Context: an optimization exercise on an open-source flow, tuned for small area, a short achievable clock period and few clock cycles per item. The choices shown serve that exercise and are no tape-out recipe.
Function was checked by simulation only, so behaviour that the tests miss may differ from the original.

==> inputs of job 9362 <==
## pot_pickup_cv_mixer
module pot_pickup_cv_mixer (
	input  logic                           clk,
	input  logic                           arst_n,
	input  logic                           in_valid,
	output logic                           in_ready,
	input  logic [ppcm_pkg::KIND_W-1:0]    in_kind,
	input  logic [ppcm_pkg::PRESET_W-1:0]  in_preset,
	input  logic [ppcm_pkg::KNOB_W-1:0]    in_knob,
	input  logic [ppcm_pkg::FS_BITS-1:0]   in_knob_reading,
	input  logic [ppcm_pkg::FS_BITS-1:0]   in_cv_reading,
	input  logic [ppcm_pkg::VAL_W-1:0]     in_range_low,
	input  logic [ppcm_pkg::VAL_W-1:0]     in_range_high,
	input  logic [ppcm_pkg::VAL_W-1:0]     in_load_value,
	output logic                           out_valid,
	input  logic                           out_ready,
	output logic [ppcm_pkg::FS_BITS-1:0]   out_drive_level,
	output logic [ppcm_pkg::VAL_W-1:0]     out_param_value,
	output logic                           out_picked_up,
	input  logic                           cfg_we,
	input  logic [ppcm_pkg::CFG_IDX_W-1:0] cfg_index,
	input  logic [ppcm_pkg::CFG_W-1:0]     cfg_data
);
export LEC_CHECK = 0
export ABC_AREA = 1
export CAP_MARGIN = 20
export CORE_MARGIN = 2
export CORE_UTILIZATION = 40
export SLEW_MARGIN = 20
create_clock -name core_clock -period 12.0 [get_ports {clk}]
run.sh (not shown) runs the stock make flow with config.mk's settings and CLKGATE_MAP_FILE= SYNTH_SCRIPT=/design/flow/synth_recipe.tcl, a recipe that flattens the netlist after the stock synthesis.
==> inputs of job 2859, as changes to job 9362 <==
--- a/flow/design.v
+++ b/flow/design.v
@@ -469,13 +469,14 @@
 	logic            c_v;
 	logic            c_load, c_sample, c_clear, c_k3, c_cvsel, c_neg;
 	logic [PW-1:0]   c_preset;
 	logic [KW-1:0]   c_knob;
 	logic [FW-1:0]   c_rd, c_c;
 	logic [VW-1:0]   c_lo, c_hi, c_span;
-	logic [19:0]     c_mp, c_mh;
+	logic [15:0]     c_mpl, c_mph;
+	logic [14:0]     c_mhl, c_mhh;
 	always_ff @(posedge clk or negedge arst_n) begin
 		if (!arst_n) begin
 			c_v <= 1'b0;
 		end else if (en[3]) begin
 			c_v <= b_v;
 		end
@@ -492,24 +493,25 @@
 			c_knob   <= b_knob;
 			c_rd     <= b_rd;
 			c_c      <= b_sum[24:13];
 			c_lo     <= b_lo;
 			c_hi     <= b_hi;
 			c_span   <= b_span;
-			c_mp     <= 20'(b_rd) * 20'(b_span);
-			c_mh     <= 20'(cvh_q) * 20'(b_span);
+			c_mpl    <= 16'(b_rd) * 16'(b_span[3:0]);
+			c_mph    <= 16'(b_rd) * 16'(b_span[7:4]);
+			c_mhl    <= 15'(cvh_q) * 15'(b_span[3:0]);
+			c_mhh    <= 15'(cvh_q) * 15'(b_span[7:4]);
 		end
 	end
-	logic [VW-1:0]   c_qp, c_qh, c_p8;
+	logic [VW-1:0]   c_qp, c_qh;
 	logic [FW:0]     c_uni;
 	logic signed [FW+1:0] c_bi;
 	logic [FW-1:0]   c_lvl;
 	always_comb begin
-		c_qp  = ppcm_pkg::div_fs(c_mp);
-		c_qh  = ppcm_pkg::div_fs(c_mh);
-		c_p8  = ppcm_pkg::scale_sel(c_qp, c_lo, c_hi, c_neg);
+		c_qp  = ppcm_pkg::div_fs(20'(c_mpl) + {c_mph, 4'd0});
+		c_qh  = ppcm_pkg::div_fs(20'(c_mhl) + {1'b0, c_mhh, 4'd0});
 		c_uni = {1'b0, c_rd} + {1'b0, c_c};
 		c_bi  = $signed({2'b00, c_rd}) + $signed({2'b00, c_c}) - $signed({3'b000, cvh_q});
 		if (!c_cvsel) begin
 			c_lvl = c_rd;
 		end else if (m_uni_q) begin
 			c_lvl = c_uni[FW] ? ppcm_pkg::FS_MAX : c_uni[FW-1:0];
@@ -527,14 +529,14 @@
 	end
 	logic            d_v;
 	logic            d_load, d_sample, d_clear, d_k3, d_cvsel, d_neg, d_lt2, d_hnz;
 	logic [PW-1:0]   d_preset;
 	logic [KW-1:0]   d_knob;
 	logic [FW-1:0]   d_lvl;
-	logic [VW-1:0]   d_lo, d_hi, d_span, d_p8v, d_qp, d_qh;
-	logic [19:0]     d_mc;
+	logic [VW-1:0]   d_lo, d_hi, d_span, d_ldv, d_qp, d_qh;
+	logic [15:0]     d_mcl, d_mch;
 	always_ff @(posedge clk or negedge arst_n) begin
 		if (!arst_n) begin
 			d_v <= 1'b0;
 		end else if (en[4]) begin
 			d_v <= c_v;
 		end
@@ -552,50 +554,25 @@
 			d_preset <= c_preset;
 			d_knob   <= c_knob;
 			d_lvl    <= c_lvl;
 			d_lo     <= c_lo;
 			d_hi     <= c_hi;
 			d_span   <= c_span;
-			d_p8v    <= c_load ? c_rd[VW-1:0] : c_p8;
+			d_ldv    <= c_rd[VW-1:0];
 			d_qp     <= c_qp;
 			d_qh     <= c_qh;
-			d_mc     <= 20'(c_c) * 20'(c_span);
-		end
-	end
-	logic [VW-1:0]   d_qc;
-	logic            d_pz, d_cz, d_hz, d_vlo;
-	logic signed [VW+2:0] d_t;
-	always_comb begin
-		d_qc = ppcm_pkg::div_fs(d_mc);
-		d_pz = d_qp == '0;
-		d_cz = d_qc == '0;
-		d_hz = d_qh == '0;
-		if (m_uni_q) begin
-			d_t   = $signed({3'b000, d_qp}) + $signed({3'b000, d_qc}) + $signed({3'b000, d_lo});
-			d_vlo = d_pz && d_cz && d_lt2;
-		end else if (m_bi_q) begin
-			d_t   = $signed({3'b000, d_qp}) + $signed({3'b000, d_qc}) - $signed({3'b000, d_qh});
-			if (d_cz == d_hz) begin
-				d_vlo = d_pz;
-			end else if (!d_cz) begin
-				d_vlo = d_pz && d_lt2;
-			end else begin
-				d_vlo = d_pz || d_hnz;
-			end
-		end else begin
-			d_t   = $signed({3'b000, d_qp});
-			d_vlo = !d_pz;
+			d_mcl    <= 16'(c_c) * 16'(c_span[3:0]);
+			d_mch    <= 16'(c_c) * 16'(c_span[7:4]);
 		end
 	end
 	logic            e_v;
-	logic            e_load, e_sample, e_clear, e_k3, e_cvsel, e_neg;
+	logic            e_load, e_sample, e_clear, e_k3, e_cvsel, e_neg, e_lt2, e_hnz;
 	logic [PW-1:0]   e_preset;
 	logic [KW-1:0]   e_knob;
 	logic [FW-1:0]   e_lvl;
-	logic [VW-1:0]   e_lo, e_vneg, e_span, e_p8v;
-	logic signed [VW+2:0] e_t;
+	logic [VW-1:0]   e_lo, e_hi, e_span, e_p8v, e_qp, e_qh, e_qc;
 	always_ff @(posedge clk or negedge arst_n) begin
 		if (!arst_n) begin
 			e_v <= 1'b0;
 		end else if (en[5]) begin
 			e_v <= d_v;
 		end
@@ -605,35 +582,94 @@
 			e_load   <= d_load;
 			e_sample <= d_sample;
 			e_clear  <= d_clear;
 			e_k3     <= d_k3;
 			e_cvsel  <= d_cvsel;
 			e_neg    <= d_neg;
+			e_lt2    <= d_lt2;
+			e_hnz    <= d_hnz;
 			e_preset <= d_preset;
 			e_knob   <= d_knob;
 			e_lvl    <= d_lvl;
 			e_lo     <= d_lo;
-			e_vneg   <= d_vlo ? d_lo : d_hi;
+			e_hi     <= d_hi;
 			e_span   <= d_span;
-			e_p8v    <= d_p8v;
-			e_t      <= d_t;
+			e_p8v    <= d_load ? d_ldv : ppcm_pkg::scale_sel(d_qp, d_lo, d_hi, d_neg);
+			e_qp     <= d_qp;
+			e_qh     <= d_qh;
+			e_qc     <= ppcm_pkg::div_fs(20'(d_mcl) + {d_mch, 4'd0});
+		end
+	end
+	logic            e_pz, e_cz, e_hz, e_vlo;
+	logic signed [VW+2:0] e_t;
+	always_comb begin
+		e_pz = e_qp == '0;
+		e_cz = e_qc == '0;
+		e_hz = e_qh == '0;
+		if (m_uni_q) begin
+			e_t   = $signed({3'b000, e_qp}) + $signed({3'b000, e_qc}) + $signed({3'b000, e_lo});
+			e_vlo = e_pz && e_cz && e_lt2;
+		end else if (m_bi_q) begin
+			e_t   = $signed({3'b000, e_qp}) + $signed({3'b000, e_qc}) - $signed({3'b000, e_qh});
+			if (e_cz == e_hz) begin
+				e_vlo = e_pz;
+			end else if (!e_cz) begin
+				e_vlo = e_pz && e_lt2;
+			end else begin
+				e_vlo = e_pz || e_hnz;
+			end
+		end else begin
+			e_t   = $signed({3'b000, e_qp});
+			e_vlo = !e_pz;
 		end
 	end
-	logic [VW-1:0]   e_vcv, e_wd, e_srd;
-	logic            e_fwd;
+	logic            x_v;
+	logic            x_load, x_sample, x_clear, x_k3, x_cvsel, x_neg;
+	logic [PW-1:0]   x_preset;
+	logic [KW-1:0]   x_knob;
+	logic [FW-1:0]   x_lvl;
+	logic [VW-1:0]   x_lo, x_vneg, x_span, x_p8v;
+	logic signed [VW+2:0] x_t;
+	always_ff @(posedge clk or negedge arst_n) begin
+		if (!arst_n) begin
+			x_v <= 1'b0;
+		end else if (en[5]) begin
+			x_v <= e_v;
+		end
+	end
+	always_ff @(posedge clk) begin
+		if (en[5]) begin
+			x_load   <= e_load;
+			x_sample <= e_sample;
+			x_clear  <= e_clear;
+			x_k3     <= e_k3;
+			x_cvsel  <= e_cvsel;
+			x_neg    <= e_neg;
+			x_preset <= e_preset;
+			x_knob   <= e_knob;
+			x_lvl    <= e_lvl;
+			x_lo     <= e_lo;
+			x_vneg   <= e_vlo ? e_lo : e_hi;
+			x_span   <= e_span;
+			x_p8v    <= e_p8v;
+			x_t      <= e_t;
+		end
+	end
+	logic [VW-1:0]   x_vcv, x_wd, x_srd;
+	logic            x_fwd;
 	always_comb begin
-		if (e_neg) begin
-			e_vcv = e_vneg;
-		end else if (e_t < 0) begin
-			e_vcv = e_lo;
-		end else if (e_t > $signed({3'b000, e_span})) begin
-			e_vcv = e_lo + e_span;
+		if (x_neg) begin
+			x_vcv = x_vneg;
+		end else if (x_t < 0) begin
+			x_vcv = x_lo;
+		end else if (x_t > $signed({3'b000, x_span})) begin
+			x_vcv = x_lo + x_span;
 		end else begin
-			e_vcv = e_lo + e_t[VW-1:0];
+			x_vcv = x_lo + x_t[VW-1:0];
 		end
-		e_wd = (e_cvsel && !e_load) ? e_vcv : e_p8v;
+		x_wd = (x_cvsel && !x_load) ? x_vcv : x_p8v;
 	end
 	logic            f_v;
 	logic            f_load, f_sample, f_clear, f_k3, f_cvsel, f_neg, f_fwd;
 	logic [PW-1:0]   f_preset;
 	logic [KW-1:0]   f_knob;
 	logic [FW-1:0]   f_lvl;
@@ -644,43 +680,43 @@
 	ppcm_ram u_ram (
 		.clk   (clk),
 		.we    (w_we && en[6]),
 		.wp    (f_preset),
 		.wk    (f_knob),
 		.wd    (f_wd),
-		.rp    (e_preset),
-		.rk    (e_knob),
-		.rdata (e_srd)
+		.rp    (x_preset),
+		.rk    (x_knob),
+		.rdata (x_srd)
 	);
 	always_comb begin
-		e_fwd = f_v && (f_preset == e_preset) && (f_knob == e_knob);
+		x_fwd = f_v && (f_preset == x_preset) && (f_knob == x_knob);
 	end
 	always_ff @(posedge clk or negedge arst_n) begin
 		if (!arst_n) begin
 			f_v <= 1'b0;
 		end else if (en[6]) begin
-			f_v <= e_v;
+			f_v <= x_v;
 		end
 	end
 	always_ff @(posedge clk) begin
 		if (en[6]) begin
-			f_load   <= e_load;
-			f_sample <= e_sample;
-			f_clear  <= e_clear;
-			f_k3     <= e_k3;
-			f_cvsel  <= e_cvsel;
-			f_neg    <= e_neg;
-			f_fwd    <= e_fwd;
-			f_preset <= e_preset;
-			f_knob   <= e_knob;
-			f_lvl    <= e_lvl;
-			f_lo     <= e_lo;
-			f_span   <= e_span;
-			f_p8v    <= e_p8v;
-			f_wd     <= e_wd;
-			f_srd    <= e_srd;
+			f_load   <= x_load;
+			f_sample <= x_sample;
+			f_clear  <= x_clear;
+			f_k3     <= x_k3;
+			f_cvsel  <= x_cvsel;
+			f_neg    <= x_neg;
+			f_fwd    <= x_fwd;
+			f_preset <= x_preset;
+			f_knob   <= x_knob;
+			f_lvl    <= x_lvl;
+			f_lo     <= x_lo;
+			f_span   <= x_span;
+			f_p8v    <= x_p8v;
+			f_wd     <= x_wd;
+			f_srd    <= x_srd;
 			l_we     <= w_we;
 			l_wd     <= f_wd;
 		end
 	end
 	logic [VW-1:0]   f_s, f_val, f_rem0;
 	logic            f_hit, f_fk, f_usea, f_inr, f_useq, f_pu;
@@ -810,23 +846,15 @@
 		.dvs  (i_dvs),
 		.d3   (i_d3),
 		.rq_o (i_rqn)
 	);
 	logic            r_v;
 	logic [FW+VW:0]  r_res;
-	always_ff @(posedge clk or negedge arst_n) begin
-		if (!arst_n) begin
-			r_v <= 1'b0;
-		end else if (en[8]) begin
-			r_v <= i_v;
-		end
-	end
-	always_ff @(posedge clk) begin
-		if (en[8]) begin
-			r_res <= {i_rqn[FW-1:0], i_val, i_pu};
-		end
+	always_comb begin
+		r_v   = i_v;
+		r_res = {i_rqn[FW-1:0], i_val, i_pu};
 	end
 	logic            o_v;
 	logic [FW+VW:0]  o_d, sk_d;
 	logic            push, o_free;
 	always_comb begin
 		en     = ~skv_q;
--- a/flow/config.mk
+++ b/flow/config.mk
@@ -5,8 +5,8 @@
 export SDC_FILE = /design/flow/constraint.sdc
 export NUM_CORES = 4
 export LEC_CHECK = 0
 export ABC_AREA = 1
 export CAP_MARGIN = 20
 export CORE_MARGIN = 2
-export CORE_UTILIZATION = 40
+export CORE_UTILIZATION = 65
 export SLEW_MARGIN = 20
==> inputs of job 1805, as changes to job 9362 <==
==> flow/config.mk (replaced) <==
export PLATFORM = sky130hd
export DESIGN_NAME = pot_pickup_cv_mixer
export DESIGN_NICKNAME = pot_pickup_cv_mixer
export VERILOG_FILES = /design/flow/design.v
export SDC_FILE = /design/flow/constraint.sdc
export NUM_CORES = 4
export LEC_CHECK = 0
export CAP_MARGIN = 20
export CORE_MARGIN = 2
export CORE_UTILIZATION = 40
export SLEW_MARGIN = 20
==> summary of the runs <==
- Job 1805 finished with timing, DRC and antenna clean. Job 2859 ran to the end with no violations. Job 9362 ran to the end with no violations.
- Critical path depth: job 9362 is higher than job 2859 (9).
- Of job 2859 and job 1805, job 2859 has the higher synthesized cell count (gap 35%, measured against job 1805).
- Between job 1805 and job 2859, the lower utilization is in job 1805 (gap 26 points).
- The lowest global-route usage belongs to job 9362, the highest to job 2859.
- Sequential share of layout area: job 9362 < job 1805 < job 2859.
- In job 1805 the cell count is lower than in job 9362, by about 17%.
- Routed wire length, lowest first: job 1805, job 9362, job 2859.
- First-iteration DRC count: job 1805 is lower than job 2859 (about 28%).
- In job 2859 the worst setup slack is higher than in job 1805, by 1.4 ns.
Testbench counts of job 9362, summed over its fixed seeds: cycles 14,424, items 13,686.
Testbench counts of job 2859, summed over its fixed seeds: cycles 14,424, items 13,686.
Testbench counts of job 1805, summed over its fixed seeds: cycles 14,424, items 13,686.

what the ideal ports hide:
Ports are ideal in the flow. The routed layouts listed here were re-timed in OpenROAD.
Step 1 sets driving cells, clkbuf_16 on the clock port and buf_2 on the other inputs (assumed; they add their load-dependent delay and slew).
Step 2 times the ports against the registers' clock, not the clock port: input delays grow and output delays shrink by t, the midpoint of the rising clock arrivals with the driver on.
Three values: no drivers, after step 1, after step 2; two values: the first two.
run | t, ns | setup slack, ns | hold slack, ns
job 9362 | 0.903 | 7.096 / 7.096 / 7.096 | 0.408 / 0.408 / 0.408
job 2859 | 0.914 | 7.219 / 7.219 / 7.219 | 0.412 / 0.412 / 0.412
job 1805 | 0.897 | 5.802 / 5.802 / 5.802 | 0.396 / 0.396 / 0.396
After both steps every run listed still meets setup and hold.
